This design comes from an exercise in tuning for small area, a short achievable clock period and few clock cycles on the open sky130 flow, not from production work.
No run shown here included a check of the RTL's function; only the layout flow was run.
No activity file was given, so power comes from the tool's default toggle rates.

## flow/design.v (module list and top-level ports; edited modules follow where they fit)
// module srls_addsub: 538 lines
// module srls_add: 32 lines
// module srls_seq: 134 lines
// module srls_map: 96 lines
// module stereo_rms_level_smoother: 151 lines
module stereo_rms_level_smoother (
  input  wire logic                 clk,
  input  wire logic                 rst_n,
  input  wire logic                 in_valid,
  output logic                      in_stall,
  input  wire logic signed [15:0]   in_left_sample,
  input  wire logic signed [15:0]   in_right_sample,
  input  wire logic                 in_last_frame,
  output logic                      out_valid,
  input  wire logic                 out_stall,
  output logic [14:0]               out_rms_level,
  output logic [14:0]               out_smoothed_level,
  output logic [11:0]               out_radius,
  input  wire logic                 cfg_we,
  input  wire logic [2:0]           cfg_index,
  input  wire logic [15:0]          cfg_wdata
);
  // ...
==> flow/run.sh <==
#!/bin/bash
# synth_recipe.tcl (not shown) runs the flow's synth.tcl, then flattens the netlist and writes it again
# the make line also repeats each setting of config.mk as NAME=value (left out here)
make -C /OpenROAD-flow-scripts/flow DESIGN_CONFIG=/design/flow/config.mk WORK_HOME=/design/flow/orfs CLKGATE_MAP_FILE= SYNTH_SCRIPT=/design/flow/synth_recipe.tcl finish
==> flow/config.mk <==
export PLATFORM = sky130hd
export DESIGN_NAME = stereo_rms_level_smoother
export DESIGN_NICKNAME = stereo_rms_level_smoother
export VERILOG_FILES = /design/flow/design.v
export SDC_FILE = /design/flow/constraint.sdc
export NUM_CORES = 4
export LEC_CHECK = 0
export CAP_MARGIN = 60
export CORE_MARGIN = 2
export CORE_UTILIZATION = 40
export SLEW_MARGIN = 60
==> flow/constraint.sdc <==
create_clock -name core_clock -period 12.0 [get_ports {clk}]
set_input_delay 2.4000 -clock core_clock [delete_from_list [all_inputs] [get_ports {clk}]]
set_output_delay 2.4000 -clock core_clock [all_outputs]
set_load 0.01 [all_outputs]
==> qor.csv, run 1 <==
stage;metric;value;unit
outcome;outcome;complete, no violations;
power_and_ir_drop;Leakage;14.9;nW
final_layout;Antenna diodes;1;
critical_path;R2R setup slack;7850;ps
route;final WL;73200;um
final_layout;count of multi-input gates;2544;
timing;slew margin rel.;62.0;%
logic_synthesis;Yosys top cell area share;18.3;%
power_and_ir_drop;Clk pwr share;28.9;%
route;routed len/inst;15.9;um
logic_synthesis;simple-gate portion of the synthesized area;17.0;%
route;Pre-antenna DRT Iters;5;
critical_path;critical path's top delay family;simple AND/OR/NAND/NOR gates;
critical_path;reg2reg start;u_map.pr[0];
route;vias per inst;5.01;
floorplanning;die area;82500;um2
critical_path;Crit path top cell by count;or4_4;
final_layout;sequential cell area share;27.2;%
global_routing;met3 usage;2.24;%
final_layout;Largest register FFs;38;
final_layout;Largest cell class;multi-input combinational cells;
timing;unrepaired setup endpoints after global routing;no;
timing;Worst Slack Setup Final;7570;ps
logic_synthesis;Post-Synth XOR/XNOR Area;5.62;%
power_and_ir_drop;Pint;3.30;mW
timing;Fmax;226;MHz
final_layout;design area;35800;um2
critical_path;WP depth;9;
timing;Slew @ Worst Pin;570;ps
logic_synthesis;FF+latch count, synth;422;
floorplanning;die width;287;um
power_and_ir_drop;Sw Ratio;35.0;%
floorplanning;TAP cells;1050;
critical_path;slowest CP cell;or4_4;
power_and_ir_drop;PwrDens;142;nW/um2
logic_synthesis;Commonest cells post-synth;nand2_1, inv_1, dfxtp_1;
final_layout;bufs w/o clock;132;
floorplanning;core area;79300;um2
timing;Hold Slack;456;ps
==> module srls_seq, before the edit <==
module srls_seq (
  input  wire logic        clk,
  input  wire logic        rst_n,
  input  wire logic        start,
  input  wire logic        closed_n,
  input  wire logic [37:0] sum,
  input  wire logic [8:0]  n,
  input  wire logic [15:0] w,
  input  wire logic [14:0] s_prev,
  input  wire logic        b_idle,
  input  wire logic        b_idle_n,
  input  wire logic        ov,
  input  wire logic        ov_n,
  input  wire logic        out_stall,
  output logic             ready,
  output logic             ready_n,
  output logic             ready2_n,
  output logic             xfer,
  output logic             pre,
  output logic [14:0]      rms,
  output logic [14:0]      smoothed
);
  logic        busy, done, dfull, sready;
  logic [4:0]  cnt;
  logic [29:0] dq;
  logic [9:0]  dr;
  logic [8:0]  nd;
  logic [1:0]  qp;
  logic [18:0] sr;
  logic [14:0] root;
  logic [30:0] acc;
  logic        busy_n, done_n, dfull_n, load_n, run_n;
  logic [4:0]  cnt_n;
  logic        step, dstep, go, sready_n;
  logic [9:0]  x1, x2, y1;
  logic [18:0] sx, sy;
  logic        sbit, rbit, sbit_r;
  logic [15:0] sp;
  logic [16:0] hadd;
  assign step  = busy && !done;
  assign dstep = step && cnt <= 5'd14;
  assign pre   = done && b_idle;
  assign xfer  = pre && (!ov || !out_stall);
  assign go    = sready && (start || (dfull && !step));
  assign busy_n   = rst_n && (go || (busy && !xfer));
  assign done_n   = rst_n && !go && busy && !xfer && (done || cnt == 5'd16);
  assign cnt_n    = go ? 5'd0 : (step ? cnt + 5'd1 : cnt);
  assign dfull_n  = rst_n && (start || (dfull && !(dstep && cnt == 5'd14)));
  assign sready_n = !busy_n || (done_n && b_idle_n && !ov_n);
  assign run_n    = busy_n && !done_n;
  assign ready_n  = !dfull_n;
  assign load_n   = closed_n && !dfull_n;
  assign ready2_n = !load_n && (!dfull_n || (run_n && cnt_n == 5'd14));
  assign ready    = !dfull;
  always_ff @(posedge clk) begin
    busy   <= busy_n;
    done   <= done_n;
    dfull  <= dfull_n;
    sready <= sready_n;
  end
  logic        sx_co, acc_co;
  logic [11:0] y4, ca, cb;
  logic [10:0] nd3;
  assign y1 = {dr[8:0], dq[29]};
  assign x1 = 10'(({y1, 1'b1} + {{1'b0, nd} ^ {10{!dr[9]}}, !dr[9]}) >> 1);
  assign y4 = {dr, dq[29], dq[28]};
  assign ca = 12'(({y4, 1'b1} + {dr[9] ? {1'b0, nd3} : ~{3'b0, nd}, !dr[9]}) >> 1);
  assign cb = 12'(({y4, 1'b1} + {dr[9] ? {3'b0, nd} : ~{1'b0, nd3}, !dr[9]}) >> 1);
  assign x2 = (ca[9:0] & {10{x1[9]}}) | (cb[9:0] & {10{!x1[9]}});
  assign sy = {sr[16:0], qp};
  srls_add #(19) u_sx (
    .a  (sy),
    .b  ({{2'b0, root} ^ {17{!sr[18]}}, 1'b1, sr[18]}),
    .ci (!sr[18]),
    .s  (sx),
    .co (sx_co)
  );
  assign rbit = root[0];
  assign sp   = {1'b0, s_prev};
  assign sbit = sp[4'(5'd15 - cnt)];
  always_comb begin
    case ({rbit, sbit_r})
      2'b10:   hadd = {1'b0, w};
      2'b01:   hadd = {1'b0, ~w};
      2'b11:   hadd = 17'h10000;
      default: hadd = '0;
    endcase
  end
  logic [30:0] acc_n;
  logic [17:0] acc_lo;
  logic [13:0] acc_hi1;
  assign acc_lo = 18'(({1'b0, acc[15:0], 1'b0, 1'b1} + {1'b0, hadd, (sbit_r && !rbit)}) >> 1);
  srls_add #(14) u_acc (
    .a  (acc[29:16]),
    .b  (14'd0),
    .ci (1'b1),
    .s  (acc_hi1),
    .co (acc_co)
  );
  assign acc_n = {acc_lo[17] ? acc_hi1 : acc[29:16], acc_lo[16:0]};
  always_ff @(posedge clk) begin
    if (start) begin
      dr  <= {3'b0, sum[37:31]};
      dq  <= sum[30:1];
      nd  <= n;
      nd3 <= 11'(n) + {1'b0, n, 1'b0};
    end else if (dstep) begin
      dr  <= x2;
      dq  <= {dq[27:0], 2'b00};
    end
  end
  always_ff @(posedge clk) begin
    if (go) begin
      qp   <= 2'b00;
      sr   <= '0;
      root <= '0;
      acc  <= 31'd1;
      cnt  <= '0;
    end else if (step) begin
      cnt    <= cnt_n;
      sbit_r <= sbit;
      qp     <= {!x1[9], !x2[9]};
      if (!cnt[4]) begin
        sr   <= sx;
        root <= {root[13:0], !sx[18]};
      end
      if (cnt >= 5'd2) begin
        acc <= acc_n;
      end
    end
  end
  assign rms      = root;
  assign smoothed = acc[30:16];
endmodule
==> module srls_map, before the edit <==
module srls_map (
  input  wire logic        clk,
  input  wire logic        rst_n,
  input  wire logic        pre,
  input  wire logic        load,
  input  wire logic [14:0] rms,
  input  wire logic [14:0] smoothed,
  input  wire logic [14:0] th,
  input  wire logic [14:0] d,
  input  wire logic [11:0] lo,
  input  wire logic [11:0] hi,
  input  wire logic        out_stall,
  output logic             idle,
  output logic             idle_n,
  output logic             out_valid,
  output logic             ov_n,
  output logic [14:0]      out_rms,
  output logic [14:0]      s_cur,
  output logic [14:0]      out_sm,
  output logic [11:0]      out_rad
);
  logic        busy, above, ovf, neg;
  logic [4:0]  cnt;
  logic [27:0] pr;
  logic        fin, busy_n;
  logic [11:0] amag;
  logic [15:0] h;
  logic [14:0] dm, ab_s;
  logic [17:0] t, m0, m1, m2, cs_s, cs_c;
  logic [15:0] ov;
  logic [16:0] x1, y1;
  logic [13:0] rs;
  logic [11:0] rad;
  logic        dhl_co, dm_co, ov_co, ab_co;
  assign fin    = busy && ((cnt == 5'd0 && !above) || cnt == 5'd18);
  assign busy_n = rst_n && (load || (busy && !fin));
  assign ov_n   = rst_n && (fin || (out_valid && out_stall));
  assign idle   = !busy;
  assign idle_n = !busy_n;
  always_ff @(posedge clk) begin
    neg <= hi < lo;
  end
  srls_add #(12) u_dhl (.a(neg ? lo : hi), .b(~(neg ? hi : lo)), .ci(1'b1), .s(amag), .co(dhl_co));
  srls_add #(15) u_dm (.a(d), .b({15{1'b1}}), .ci(1'b0), .s(dm), .co(dm_co));
  assign h = neg ? {2'b0, dm[14:1]} : {2'b0, d[14:1]};
  srls_add #(15) u_ab (.a(th), .b(~smoothed), .ci(1'b1), .s(ab_s), .co(ab_co));
  assign m0   = {2'b0, pr[27:12]};
  assign m1   = pr[0] ? {3'b0, s_cur} : 18'd0;
  assign m2   = pr[1] ? {2'b0, s_cur, 1'b0} : 18'd0;
  assign cs_s = m0 ^ m1 ^ m2;
  assign cs_c = (m0 & m1) | (m0 & m2) | (m1 & m2);
  assign t    = cs_s + {cs_c[16:0], 1'b0};
  srls_add #(16) u_ov (.a(pr[27:12]), .b(~{1'b0, d}), .ci(1'b1), .s(ov), .co(ov_co));
  assign y1 = {pr[27:12], pr[11]};
  assign x1 = 17'(({y1, 1'b1} + {{2'b0, d} ^ {17{!pr[27]}}, !pr[27]}) >> 1);
  assign rs = 14'(({14'(lo), 1'b1} + {14'(pr[11:0]) ^ {14{neg}}, neg}) >> 1);
  always_comb begin
    if (ovf)          rad = neg ? 12'd0 : 12'd4095;
    else if (rs[13])  rad = 12'd0;
    else if (rs[12])  rad = 12'd4095;
    else              rad = rs[11:0];
  end
  always_ff @(posedge clk) begin
    busy      <= busy_n;
    out_valid <= ov_n;
    if (!rst_n) begin
      s_cur <= '0;
    end else if (load) begin
      s_cur <= smoothed;
    end
    if (load) begin
      out_rms <= rms;
      out_sm  <= smoothed;
    end
  end
  always_ff @(posedge clk) begin
    if (pre) begin
      cnt   <= '0;
      above <= !ab_co;
      pr    <= {h, amag};
    end else if (busy) begin
      cnt <= cnt + 5'd1;
      if (cnt <= 5'd5) begin
        pr <= {t, pr[11:2]};
      end else begin
        pr <= {x1[15:0], pr[10:0], !x1[16]};
      end
      if (cnt == 5'd6) begin
        ovf <= ov_co;
      end
      if (fin) begin
        out_rad <= above ? rad : lo;
      end
    end
  end
endmodule
==> module stereo_rms_level_smoother, before the edit <==
module stereo_rms_level_smoother (
  input  wire logic                 clk,
  input  wire logic                 rst_n,
  input  wire logic                 in_valid,
  output logic                      in_stall,
  input  wire logic signed [15:0]   in_left_sample,
  input  wire logic signed [15:0]   in_right_sample,
  input  wire logic                 in_last_frame,
  output logic                      out_valid,
  input  wire logic                 out_stall,
  output logic [14:0]               out_rms_level,
  output logic [14:0]               out_smoothed_level,
  output logic [11:0]               out_radius,
  input  wire logic                 cfg_we,
  input  wire logic [2:0]           cfg_index,
  input  wire logic [15:0]          cfg_wdata
);
  logic [15:0] cfg_w;
  logic [14:0] cfg_th, cfg_d;
  logic [11:0] cfg_lo, cfg_hi;
  always_ff @(posedge clk) begin
    if (!rst_n) begin
      cfg_w  <= srls_pkg::RST_SMOOTHING_WEIGHT;
      cfg_th <= srls_pkg::RST_LEVEL_THRESHOLD;
      cfg_d  <= srls_pkg::RST_MAP_INPUT_SPAN;
      cfg_lo <= srls_pkg::RST_OUTPUT_LOW;
      cfg_hi <= srls_pkg::RST_OUTPUT_HIGH;
    end else if (cfg_we) begin
      case (cfg_index)
        3'd0: cfg_w  <= cfg_wdata;
        3'd1: cfg_th <= cfg_wdata[14:0];
        3'd2: cfg_d  <= (cfg_wdata[14:0] == 15'd0) ? 15'd1 : cfg_wdata[14:0];
        3'd3: cfg_lo <= cfg_wdata[11:0];
        3'd4: cfg_hi <= cfg_wdata[11:0];
        default: ;
      endcase
    end
  end
  logic [15:0] lm_r, rm_r;
  logic        v_r, en_r, last_r;
  logic        closed_r, closed_n, stall_r;
  logic        a_ready, a_ready_n, a_ready2_n;
  logic        take, en_next, closing;
  logic [37:0] sum_r, carry_r, acc_s, acc_c, sum_s, sum_c, total;
  logic [8:0]  n_r, n_add;
  logic        handoff, clr_r, accept_r, stall_n;
  assign closing  = v_r && last_r;
  assign handoff  = closed_r && a_ready;
  assign in_stall = stall_r;
  assign take     = rst_n && in_valid && accept_r;
  assign n_add    = n_r + 9'(en_r);
  assign en_next  = take && (closing || closed_r || !n_add[8]);
  assign closed_n = rst_n && (closing || (closed_r && !handoff));
  assign stall_n  = rst_n && ((take && in_last_frame && !a_ready2_n) || (closed_n && !a_ready_n));
  logic [15:0] l_abs, r_abs;
  always_comb begin
    logic lo_or, ro_or;
    lo_or = 1'b0;
    ro_or = 1'b0;
    for (int i = 0; i < 16; i++) begin
      l_abs[i] = in_left_sample[i]  ^ (in_left_sample[15]  & lo_or);
      r_abs[i] = in_right_sample[i] ^ (in_right_sample[15] & ro_or);
      lo_or    = lo_or | in_left_sample[i];
      ro_or    = ro_or | in_right_sample[i];
    end
  end
  always_ff @(posedge clk) begin
    v_r     <= take;
    en_r    <= en_next;
    last_r  <= in_last_frame;
    stall_r  <= stall_n;
    accept_r <= !stall_n;
    lm_r    <= en_next ? l_abs : 16'd0;
    rm_r    <= en_next ? r_abs : 16'd0;
  end
  assign acc_s = clr_r ? 38'd0 : sum_r;
  assign acc_c = clr_r ? 38'd0 : carry_r;
  srls_addsub u_acc (
    .lm  (lm_r),
    .rm  (rm_r),
    .as_ (acc_s),
    .ac  (acc_c),
    .ys  (sum_s),
    .yc  (sum_c)
  );
  logic total_co;
  srls_add #(38) u_cpa (
    .a  (sum_r),
    .b  (carry_r),
    .ci (1'b0),
    .s  (total),
    .co (total_co)
  );
  always_ff @(posedge clk) begin
    sum_r   <= sum_s;
    carry_r <= sum_c;
    clr_r   <= !rst_n || (closed_n && a_ready_n);
    if (!rst_n) begin
      n_r      <= '0;
      closed_r <= 1'b0;
    end else begin
      n_r      <= handoff ? 9'(en_r) : n_add;
      closed_r <= closed_n;
    end
  end
  logic        xfer, pre, b_idle, b_idle_n, ov_n;
  logic [14:0] rms, smoothed, s_cur;
  srls_seq u_level (
    .clk       (clk),
    .rst_n     (rst_n),
    .start     (handoff),
    .closed_n  (closed_n),
    .sum       (total),
    .n         (n_r),
    .w         (cfg_w),
    .s_prev    (s_cur),
    .b_idle    (b_idle),
    .b_idle_n  (b_idle_n),
    .ov        (out_valid),
    .ov_n      (ov_n),
    .out_stall (out_stall),
    .ready     (a_ready),
    .ready_n   (a_ready_n),
    .ready2_n  (a_ready2_n),
    .xfer      (xfer),
    .pre       (pre),
    .rms       (rms),
    .smoothed  (smoothed)
  );
  srls_map u_map (
    .clk       (clk),
    .rst_n     (rst_n),
    .pre       (pre),
    .load      (xfer),
    .rms       (rms),
    .smoothed  (smoothed),
    .th        (cfg_th),
    .d         (cfg_d),
    .lo        (cfg_lo),
    .hi        (cfg_hi),
    .out_stall (out_stall),
    .idle      (b_idle),
    .idle_n    (b_idle_n),
    .out_valid (out_valid),
    .ov_n      (ov_n),
    .out_rms   (out_rms_level),
    .s_cur     (s_cur),
    .out_sm    (out_smoothed_level),
    .out_rad   (out_radius)
  );
endmodule
==> run 2: changes to the inputs <==
--- a/flow/design.v
+++ b/flow/design.v
@@ -598,11 +598,10 @@
   output logic             ready_n,
   output logic             ready2_n,
   output logic             xfer,
-  output logic             pre,
   output logic [14:0]      rms,
   output logic [14:0]      smoothed
 );
-  logic        busy, done, dfull, sready;
+  logic        busy, done;
   logic [4:0]  cnt;
   logic [29:0] dq;
   logic [9:0]  dr;
@@ -611,44 +610,32 @@
   logic [18:0] sr;
   logic [14:0] root;
   logic [30:0] acc;
-  logic        busy_n, done_n, dfull_n, load_n, run_n;
+  logic        busy_n, done_n, start_n;
   logic [4:0]  cnt_n;
-  logic        step, dstep, go, sready_n;
-  logic [9:0]  x1, x2, y1;
+  logic        step;
+  logic [9:0]  x1, x2, y1, y2;
   logic [18:0] sx, sy;
   logic        sbit, rbit, sbit_r;
   logic [15:0] sp;
   logic [16:0] hadd;
-  assign step  = busy && !done;
-  assign dstep = step && cnt <= 5'd14;
-  assign pre   = done && b_idle;
-  assign xfer  = pre && (!ov || !out_stall);
-  assign go    = sready && (start || (dfull && !step));
-  assign busy_n   = rst_n && (go || (busy && !xfer));
-  assign done_n   = rst_n && !go && busy && !xfer && (done || cnt == 5'd16);
-  assign cnt_n    = go ? 5'd0 : (step ? cnt + 5'd1 : cnt);
-  assign dfull_n  = rst_n && (start || (dfull && !(dstep && cnt == 5'd14)));
-  assign sready_n = !busy_n || (done_n && b_idle_n && !ov_n);
-  assign run_n    = busy_n && !done_n;
-  assign ready_n  = !dfull_n;
-  assign load_n   = closed_n && !dfull_n;
-  assign ready2_n = !load_n && (!dfull_n || (run_n && cnt_n == 5'd14));
-  assign ready    = !dfull;
+  assign step = busy && !done;
+  assign xfer = done && b_idle && (!ov || !out_stall);
+  assign busy_n   = rst_n && (start || (busy && !xfer));
+  assign done_n   = rst_n && !start && busy && !xfer && (done || cnt == 5'd16);
+  assign cnt_n    = start ? 5'd0 : (step ? cnt + 5'd1 : cnt);
+  assign ready_n  = !busy_n || (done_n && b_idle_n && !ov_n);
+  assign start_n  = closed_n && ready_n;
+  assign ready2_n = !start_n && (!busy_n || ((done_n || cnt_n == 5'd16) && b_idle_n && !ov_n));
   always_ff @(posedge clk) begin
-    busy   <= busy_n;
-    done   <= done_n;
-    dfull  <= dfull_n;
-    sready <= sready_n;
+    busy  <= busy_n;
+    done  <= done_n;
+    ready <= ready_n;
   end
-  logic        sx_co, acc_co;
-  logic [11:0] y4, ca, cb;
-  logic [10:0] nd3;
+  logic x1_co, x2_co, sx_co, acc_co;
   assign y1 = {dr[8:0], dq[29]};
-  assign x1 = 10'(({y1, 1'b1} + {{1'b0, nd} ^ {10{!dr[9]}}, !dr[9]}) >> 1);
-  assign y4 = {dr, dq[29], dq[28]};
-  assign ca = 12'(({y4, 1'b1} + {dr[9] ? {1'b0, nd3} : ~{3'b0, nd}, !dr[9]}) >> 1);
-  assign cb = 12'(({y4, 1'b1} + {dr[9] ? {3'b0, nd} : ~{1'b0, nd3}, !dr[9]}) >> 1);
-  assign x2 = (ca[9:0] & {10{x1[9]}}) | (cb[9:0] & {10{!x1[9]}});
+  srls_add #(10) u_x1 (.a(y1), .b({1'b0, nd} ^ {10{!dr[9]}}), .ci(!dr[9]), .s(x1), .co(x1_co));
+  assign y2 = {x1[8:0], dq[28]};
+  srls_add #(10) u_x2 (.a(y2), .b({1'b0, nd} ^ {10{!x1[9]}}), .ci(!x1[9]), .s(x2), .co(x2_co));
   assign sy = {sr[16:0], qp};
   srls_add #(19) u_sx (
     .a  (sy),
@@ -669,30 +656,18 @@
     endcase
   end
   logic [30:0] acc_n;
-  logic [17:0] acc_lo;
-  logic [13:0] acc_hi1;
-  assign acc_lo = 18'(({1'b0, acc[15:0], 1'b0, 1'b1} + {1'b0, hadd, (sbit_r && !rbit)}) >> 1);
-  srls_add #(14) u_acc (
-    .a  (acc[29:16]),
-    .b  (14'd0),
-    .ci (1'b1),
-    .s  (acc_hi1),
+  srls_add #(31) u_acc (
+    .a  ({acc[29:0], 1'b0}),
+    .b  (31'(hadd)),
+    .ci (sbit_r && !rbit),
+    .s  (acc_n),
     .co (acc_co)
   );
-  assign acc_n = {acc_lo[17] ? acc_hi1 : acc[29:16], acc_lo[16:0]};
   always_ff @(posedge clk) begin
     if (start) begin
-      dr  <= {3'b0, sum[37:31]};
-      dq  <= sum[30:1];
-      nd  <= n;
-      nd3 <= 11'(n) + {1'b0, n, 1'b0};
-    end else if (dstep) begin
-      dr  <= x2;
-      dq  <= {dq[27:0], 2'b00};
-    end
-  end
-  always_ff @(posedge clk) begin
-    if (go) begin
+      dr   <= {3'b0, sum[37:31]};
+      dq   <= sum[30:1];
+      nd   <= n;
       qp   <= 2'b00;
       sr   <= '0;
       root <= '0;
@@ -701,6 +676,8 @@
     end else if (step) begin
       cnt    <= cnt_n;
       sbit_r <= sbit;
+      dr     <= x2;
+      dq     <= {dq[27:0], 2'b00};
       qp     <= {!x1[9], !x2[9]};
       if (!cnt[4]) begin
         sr   <= sx;
@@ -717,7 +694,6 @@
 module srls_map (
   input  wire logic        clk,
   input  wire logic        rst_n,
-  input  wire logic        pre,
   input  wire logic        load,
   input  wire logic [14:0] rms,
   input  wire logic [14:0] smoothed,
@@ -731,45 +707,50 @@
   output logic             out_valid,
   output logic             ov_n,
   output logic [14:0]      out_rms,
-  output logic [14:0]      s_cur,
   output logic [14:0]      out_sm,
   output logic [11:0]      out_rad
 );
-  logic        busy, above, ovf, neg;
-  logic [4:0]  cnt;
+  logic        busy, above, ovf;
+  logic [3:0]  cnt;
   logic [27:0] pr;
   logic        fin, busy_n;
+  logic [12:0] dlt;
+  logic        neg;
   logic [11:0] amag;
   logic [15:0] h;
-  logic [14:0] dm, ab_s;
-  logic [17:0] t, m0, m1, m2, cs_s, cs_c;
-  logic [15:0] ov;
-  logic [16:0] x1, y1;
+  logic [17:0] t;
+  logic [16:0] ov;
+  logic [16:0] x1, x2, y1, y2;
   logic [13:0] rs;
   logic [11:0] rad;
-  logic        dhl_co, dm_co, ov_co, ab_co;
-  assign fin    = busy && ((cnt == 5'd0 && !above) || cnt == 5'd18);
+  logic [14:0] ab_s;
+  srls_add #(15) u_ab (.a(th), .b(~smoothed), .ci(1'b1), .s(ab_s), .co(ab_co));
+  assign fin    = busy && ((cnt == 4'd0 && !above) || cnt == 4'd13);
   assign busy_n = rst_n && (load || (busy && !fin));
   assign ov_n   = rst_n && (fin || (out_valid && out_stall));
   assign idle   = !busy;
   assign idle_n = !busy_n;
-  always_ff @(posedge clk) begin
-    neg <= hi < lo;
-  end
-  srls_add #(12) u_dhl (.a(neg ? lo : hi), .b(~(neg ? hi : lo)), .ci(1'b1), .s(amag), .co(dhl_co));
-  srls_add #(15) u_dm (.a(d), .b({15{1'b1}}), .ci(1'b0), .s(dm), .co(dm_co));
-  assign h = neg ? {2'b0, dm[14:1]} : {2'b0, d[14:1]};
-  srls_add #(15) u_ab (.a(th), .b(~smoothed), .ci(1'b1), .s(ab_s), .co(ab_co));
+  logic        dlt_co, amag_co, dm_co, t_co, ov_co, x1_co, x2_co, rs_co, ab_co;
+  logic [14:0] dm;
+  logic [17:0] m0, m1, m2, cs_s, cs_c;
+  srls_add #(13) u_dlt (.a({1'b0, hi}), .b(~{1'b0, lo}), .ci(1'b1), .s(dlt), .co(dlt_co));
+  assign neg = dlt[12];
+  srls_add #(12) u_amag (.a(dlt[11:0] ^ {12{neg}}), .b(12'd0), .ci(neg), .s(amag), .co(amag_co));
+  srls_add #(15) u_dm (.a(d), .b({15{neg}}), .ci(1'b0), .s(dm), .co(dm_co));
+  assign h = {2'b0, dm[14:1]};
   assign m0   = {2'b0, pr[27:12]};
-  assign m1   = pr[0] ? {3'b0, s_cur} : 18'd0;
-  assign m2   = pr[1] ? {2'b0, s_cur, 1'b0} : 18'd0;
+  assign m1   = pr[0] ? {3'b0, out_sm} : 18'd0;
+  assign m2   = pr[1] ? {2'b0, out_sm, 1'b0} : 18'd0;
   assign cs_s = m0 ^ m1 ^ m2;
   assign cs_c = (m0 & m1) | (m0 & m2) | (m1 & m2);
-  assign t    = cs_s + {cs_c[16:0], 1'b0};
-  srls_add #(16) u_ov (.a(pr[27:12]), .b(~{1'b0, d}), .ci(1'b1), .s(ov), .co(ov_co));
+  srls_add #(18) u_t (.a(cs_s), .b({cs_c[16:0], 1'b0}), .ci(1'b0), .s(t), .co(t_co));
+  srls_add #(16) u_ov (.a(pr[27:12]), .b(~{1'b0, d}), .ci(1'b1), .s(ov[15:0]), .co(ov_co));
+  assign ov[16] = !ov_co;
   assign y1 = {pr[27:12], pr[11]};
-  assign x1 = 17'(({y1, 1'b1} + {{2'b0, d} ^ {17{!pr[27]}}, !pr[27]}) >> 1);
-  assign rs = 14'(({14'(lo), 1'b1} + {14'(pr[11:0]) ^ {14{neg}}, neg}) >> 1);
+  srls_add #(17) u_x1 (.a(y1), .b({2'b0, d} ^ {17{!pr[27]}}), .ci(!pr[27]), .s(x1), .co(x1_co));
+  assign y2 = {x1[15:0], pr[10]};
+  srls_add #(17) u_x2 (.a(y2), .b({2'b0, d} ^ {17{!x1[16]}}), .ci(!x1[16]), .s(x2), .co(x2_co));
+  srls_add #(14) u_rs (.a(14'(lo)), .b(14'(pr[11:0]) ^ {14{neg}}), .ci(neg), .s(rs), .co(rs_co));
   always_comb begin
     if (ovf)          rad = neg ? 12'd0 : 12'd4095;
     else if (rs[13])  rad = 12'd0;
@@ -780,29 +761,25 @@
     busy      <= busy_n;
     out_valid <= ov_n;
     if (!rst_n) begin
-      s_cur <= '0;
+      out_sm <= '0;
     end else if (load) begin
-      s_cur <= smoothed;
-    end
-    if (load) begin
-      out_rms <= rms;
-      out_sm  <= smoothed;
+      out_sm <= smoothed;
     end
   end
   always_ff @(posedge clk) begin
-    if (pre) begin
-      cnt   <= '0;
-      above <= !ab_co;
-      pr    <= {h, amag};
+    if (load) begin
+      cnt     <= '0;
+      above   <= !ab_co;
+      out_rms <= rms;
+      pr      <= {h, amag};
     end else if (busy) begin
-      cnt <= cnt + 5'd1;
-      if (cnt <= 5'd5) begin
+      cnt <= cnt + 4'd1;
+      if (cnt <= 4'd5) begin
         pr <= {t, pr[11:2]};
-      end else begin
-        pr <= {x1[15:0], pr[10:0], !x1[16]};
-      end
-      if (cnt == 5'd6) begin
-        ovf <= ov_co;
+      end else if (cnt == 4'd6) begin
+        ovf <= !ov[16];
+      end else if (cnt <= 4'd12) begin
+        pr <= {x2[15:0], pr[9:0], !x1[16], !x2[16]};
       end
       if (fin) begin
         out_rad <= above ? rad : lo;
@@ -857,38 +834,40 @@
   logic        take, en_next, closing;
   logic [37:0] sum_r, carry_r, acc_s, acc_c, sum_s, sum_c, total;
   logic [8:0]  n_r, n_add;
-  logic        handoff, clr_r, accept_r, stall_n;
+  logic        handoff;
   assign closing  = v_r && last_r;
   assign handoff  = closed_r && a_ready;
   assign in_stall = stall_r;
-  assign take     = rst_n && in_valid && accept_r;
+  assign take     = rst_n && in_valid && !stall_r;
   assign n_add    = n_r + 9'(en_r);
   assign en_next  = take && (closing || closed_r || !n_add[8]);
   assign closed_n = rst_n && (closing || (closed_r && !handoff));
-  assign stall_n  = rst_n && ((take && in_last_frame && !a_ready2_n) || (closed_n && !a_ready_n));
   logic [15:0] l_abs, r_abs;
-  always_comb begin
-    logic lo_or, ro_or;
-    lo_or = 1'b0;
-    ro_or = 1'b0;
-    for (int i = 0; i < 16; i++) begin
-      l_abs[i] = in_left_sample[i]  ^ (in_left_sample[15]  & lo_or);
-      r_abs[i] = in_right_sample[i] ^ (in_right_sample[15] & ro_or);
-      lo_or    = lo_or | in_left_sample[i];
-      ro_or    = ro_or | in_right_sample[i];
-    end
-  end
+  logic        l_co, r_co;
+  srls_add #(16) u_labs (
+    .a  (in_left_sample ^ {16{in_left_sample[15]}}),
+    .b  (16'd0),
+    .ci (in_left_sample[15]),
+    .s  (l_abs),
+    .co (l_co)
+  );
+  srls_add #(16) u_rabs (
+    .a  (in_right_sample ^ {16{in_right_sample[15]}}),
+    .b  (16'd0),
+    .ci (in_right_sample[15]),
+    .s  (r_abs),
+    .co (r_co)
+  );
   always_ff @(posedge clk) begin
     v_r     <= take;
     en_r    <= en_next;
     last_r  <= in_last_frame;
-    stall_r  <= stall_n;
-    accept_r <= !stall_n;
+    stall_r <= rst_n && ((take && in_last_frame && !a_ready2_n) || (closed_n && !a_ready_n));
     lm_r    <= en_next ? l_abs : 16'd0;
     rm_r    <= en_next ? r_abs : 16'd0;
   end
-  assign acc_s = clr_r ? 38'd0 : sum_r;
-  assign acc_c = clr_r ? 38'd0 : carry_r;
+  assign acc_s = handoff ? 38'd0 : sum_r;
+  assign acc_c = handoff ? 38'd0 : carry_r;
   srls_addsub u_acc (
     .lm  (lm_r),
     .rm  (rm_r),
@@ -906,19 +885,20 @@
     .co (total_co)
   );
   always_ff @(posedge clk) begin
-    sum_r   <= sum_s;
-    carry_r <= sum_c;
-    clr_r   <= !rst_n || (closed_n && a_ready_n);
     if (!rst_n) begin
+      sum_r    <= '0;
+      carry_r  <= '0;
       n_r      <= '0;
       closed_r <= 1'b0;
     end else begin
+      sum_r    <= sum_s;
+      carry_r  <= sum_c;
       n_r      <= handoff ? 9'(en_r) : n_add;
       closed_r <= closed_n;
     end
   end
-  logic        xfer, pre, b_idle, b_idle_n, ov_n;
-  logic [14:0] rms, smoothed, s_cur;
+  logic        xfer, b_idle, b_idle_n, ov_n;
+  logic [14:0] rms, smoothed;
   srls_seq u_level (
     .clk       (clk),
     .rst_n     (rst_n),
@@ -927,7 +907,7 @@
     .sum       (total),
     .n         (n_r),
     .w         (cfg_w),
-    .s_prev    (s_cur),
+    .s_prev    (out_smoothed_level),
     .b_idle    (b_idle),
     .b_idle_n  (b_idle_n),
     .ov        (out_valid),
@@ -937,14 +917,12 @@
     .ready_n   (a_ready_n),
     .ready2_n  (a_ready2_n),
     .xfer      (xfer),
-    .pre       (pre),
     .rms       (rms),
     .smoothed  (smoothed)
   );
   srls_map u_map (
     .clk       (clk),
     .rst_n     (rst_n),
-    .pre       (pre),
     .load      (xfer),
     .rms       (rms),
     .smoothed  (smoothed),
@@ -958,7 +936,6 @@
     .out_valid (out_valid),
     .ov_n      (ov_n),
     .out_rms   (out_rms_level),
-    .s_cur     (s_cur),
     .out_sm    (out_smoothed_level),
     .out_rad   (out_radius)
   );
--- a/flow/config.mk
+++ b/flow/config.mk
@@ -5,7 +5,7 @@
 export SDC_FILE = /design/flow/constraint.sdc
 export NUM_CORES = 4
 export LEC_CHECK = 0
-export CAP_MARGIN = 60
+export CAP_MARGIN = 20
 export CORE_MARGIN = 2
 export CORE_UTILIZATION = 40
-export SLEW_MARGIN = 60
+export SLEW_MARGIN = 20
==> run 2 against run 1 <==
Via count decreased by 4.5%; combinational power increased by 3%; fmax decreased by 32%; worst setup slack got worse by 2100 ps; synthesized area decreased by 1.7%; sequential share of layout area decreased by 1.9 points; cell area decreased by 2.1%; clock skew decreased by 8.2 ps; critical path type is now reg -> reg.
==> qor.csv, run 2 <==
stage;metric;value;unit;change
outcome;outcome;complete, no violations;;unchanged
logic_synthesis;Mapped Cells;3406;;was 3,492
clocking;worst skew pair latency;590;ps;was 600 ps
power_and_ir_drop;Worst VDD drop;118;uV;was 105 uV
route;vias per inst;4.90;;was 5.01
timing;Tmin final;6510;ps;was 4430 ps
global_routing;number of global-route vias before repair;22435;;was 23,051
logic_synthesis;top post-synthesis cells by area;fa_1, dfxtp_1, ha_1;;was dfxtp_1, fa_1, edfxtp_1
timing;Final setup viols;0;;unchanged
timing;Hold Slack;444;ps;was 456 ps
timing;slew margin rel.;34.4;%;was 62.0%
clocking;Root Buffer;clkbuf_16;;unchanged
clocking;hold-fix buffers at CTS;0;;unchanged
logic_synthesis;Commonest cells post-synth;nand2_1, inv_1, fa_1;;was nand2_1, inv_1, dfxtp_1
timing;setup TNS;0;ps;unchanged
hold_path;Hold/Removal Path Class;reg -> reg;;unchanged
floorplanning;core area;77700;um2;was 79,300 um2
timing;final hold violations;0;;unchanged
critical_path;slowest CP cell;dfxtp_1;;was or4_4
global_routing;largest net degree at the start of global routing;89;;was 87
final_layout;Top reg by flops;sum_r;;unchanged
clocking;Resize count post-CTS;0;;unchanged
timing;Slew @ Worst Pin;983;ps;was 570 ps
logic_synthesis;Ys Warns;14;;was 9
logic_synthesis;Seq/Total Area, Yosys;28.2;%;was 30.3%
logic_synthesis;Post-Syn Area;31600;um2;was 32,100 um2
critical_path;CP Capture Type;register;;unchanged
route;final WL;73500;um;was 73,200 um
logic_synthesis;syn_area_per_cell;9.26;um2;was 9.19 um2
critical_path;Crit path top cell by count;a21o_1;;was or4_4
logic_synthesis;post-synth cell types;60;;was 78
critical_path;slowest cell delay on critical path;670;ps;was 570 ps
clocking;Max clock buf depth;3;;unchanged
route;Detail Route Antenna Nets;0;;unchanged
timing;Setup Skew;24.9;ps;was 33.2 ps
floorplanning;IO Pins;101;;unchanged
final_layout;Largest regs;sum_r (38), carry_r (37), u_level.acc (31);;unchanged
global_routing;GR Overflow Total;0;;unchanged
clocking;# Post-CTS Setup Buffers;0;;unchanged
route;DRC viols;0;;unchanged
timing;unrepaired setup endpoints after global routing;no;;unchanged
place;I/O Buffers;100;;unchanged
timing;Fmax;154;MHz;was 226 MHz
final_layout;Largest register FFs;38;;unchanged
clocking;H-tree levels;2;;unchanged
timing;Final period util;54.3;%;was 36.9%
floorplanning;row count;102;;was 103
critical_path;CP startpoint kind;register;;was primary input
floorplanning;die height;285;um;was 287 um
critical_path;Crit Path Class;reg -> reg;;was in -> reg
logic_synthesis;Yosys top cell area share;21.2;%;was 18.3%
critical_path;WP data arrival;6960;ps;was 4890 ps
logic_synthesis;Syn Nets;4052;;was 4,076
route;routed len/inst;16.3;um;was 15.9 um
critical_path;Worst Reg-to-Reg Cells;27;;was 13
floorplanning;die width;285;um;was 287 um
logic_synthesis;area leader, netlist;fa_1;;was dfxtp_1
place;routability cong.;0.864;;was 0.848
route;Pre-antenna DRT Iters;5;;unchanged
timing;max-slew violation count;0;;unchanged
floorplanning;Initial Utilization;40.6;%;was 40.5%
hold_path;WHS Path Cells;0;;was 2
route;via count;22075;;was 23,123
run;Maximum Capacitance Violations;0;;unchanged
logic_synthesis;FF+latch count, synth;393;;was 422
critical_path;crit path max fanout;11;;was 5
logic_synthesis;most frequent cell after synthesis;nand2_1;;unchanged
clocking;total CTS buffers;48;;was 49
final_layout;fin nets;4069;;was 4,109
final_layout;most common cell after layout, fill and taps aside;nand2_1;;unchanged
logic_synthesis;Post-synth EDFFs;102;;was 128
route;DR iter-0 viols;1310;;was 1,037
logic_synthesis;asr flop ratio synth;0;%;unchanged
clocking;Reg clk slew, reported paths;60;ps;about the same
clocking;clock sinks;393;;was 422
global_routing;first-pass GRT wire length;121000;um;was 122,000 um
critical_path;worst path required time;12450;ps;was 12,460 ps
final_layout;share of layout cells above drive strength 1;3.64;%;was 5.84%
logic_synthesis;top_reg_cell synth;dfxtp_1;;unchanged
clocking;TritonCTS clock tree;done;;unchanged
global_routing;initial antenna violation count;2;;was 1
place;post-detail-place hpwl;55200;um;was 55,400 um
floorplanning;die area;81100;um2;was 82,500 um2
global_routing;GRT Total Usage;18.5;%;was 18.1%
final_layout;area grow syn2layout;11.2;%;was 11.6%
power_and_ir_drop;PwrDens;142;nW/um2;about the same
power_and_ir_drop;Leakage;15.8;nW;was 14.9 nW
final_layout;commonest cells after routing, fill and taps aside;nand2_1, inv_1, fa_1;;unchanged
## run 2: stage by stage
step           util, %  power, mW  cells  setup slack (ps)  cell area, um2
2_1_floorplan        -       3.14   3406              5450           31600
3_3_place_gp      43.0       3.53   4413              5470           33400
4_1_cts           45.1       5.05   4502              5390           35100
5_1_grt           45.1       5.40   4502              5020           35100
3_5_place_dp      43.0       3.56   4413              5420           33400
6_report          45.1       4.99   4503              5490           35100
## run 2: final cells by class
cell class | count | area [um2]
Multi-Input combinational cell | 2472 | 20700
Clock inverter | 9 | 95.1
Clock buffer | 80 | 1530
Fill cell | 7492 | 42700
Timing Repair Buffer | 119 | 1140
Tap cell | 1040 | 1300
Antenna cell | 1 | 2.50
Sequential cell | 393 | 8890
Inverter | 389 | 1460
## run 2: logic make-up (layout without fill, tap and decap cells)
| group | Yosys count | after routing | synth area share [%] |
|---|---|---|---|
| multiplexers | 7 | 7 | 0.385 |
| flip-flops | 393 | 393 | 28.2 |
| AND/OR/NAND/NOR | 1154 | 1154 | 17.2 |
| XOR/XNOR | 245 | 245 | 6.80 |
| other | 0 | 1 | 0 |
| AO/OA/AOI/OAI | 477 | 477 | 9.69 |
| buffers and inverters | 541 | 597 | 6.45 |
| adder cells (fa/ha/maj) | 589 | 589 | 31.3 |
## run 2: worst paths after layout
kind                 start             to  slack, ps
min                 n_r[0]  u_level.nd[0]        440
min reg2reg         n_r[0]  u_level.nd[0]        440
max reg2reg  u_level.dr[9]  u_level.dr[9]       5490
max          u_level.dr[9]  u_level.dr[9]       5490
## run 2: routing by layer
layer,up-vias,GRT usage [%],routed length [um]
met5,-,0,0
met3,96,2.54,3580
met2,421,29.6,33000
li1,10958,-,-
met4,0,5.03,1730
met1,10600,26.2,35200
## run 2: worst max-delay path, delay by kind of cell, from the launching register on
kind	cells	cell delay (ps)
simple gates	4	330
flops	1	670
buf+inv	1	190
xor+xnor	6	1310
fa+ha+maj	4	1700
compound gates	12	2200
## run 2: power by group
group	internal, mW	switching (mW)	leakage [nW]
registers	1.54	0.168	3.28
logic	0.855	0.950	11.7
clock network	0.887	0.592	0.793

## separate check: timing with driven ports
No port has a modelled driver above. Below, the same layouts with a new extraction and two added sets of constraints. Step 1 sets driving cells, clkbuf_16 on the clock port and buf_2 on the other inputs (assumed; they add their load-dependent delay and slew). Step 2 adds t to the input delays and takes it off the output delays; t is the mean of the earliest and latest rising clock arrival at the registers after step 1. Input paths then give back, and output paths get back, about the clock's delay inside the block. Slacks: no drivers / after step 1 / after step 2; pairs: no drivers / after step 1.
| run | t, ns | setup WS [ns] | worst setup path after step 2 | latest minus earliest clock arrival (ns) | worst data-port slew with drivers (ns) |
|---|---|---|---|---|---|
| run 1 | 0.642 | 7.574 / 7.610 / 6.968 | input to register | 0.036 / 0.036 | 0.04 |
| run 2 | 0.649 | 5.489 / 5.489 / 5.489 | register to register | 0.035 / 0.035 | 0.06 |
After both steps setup and hold are still met in every run listed. For run 1, which loses most, drivers alone change the setup slack by +0.036 ns; drivers and shift together by -0.606 ns.
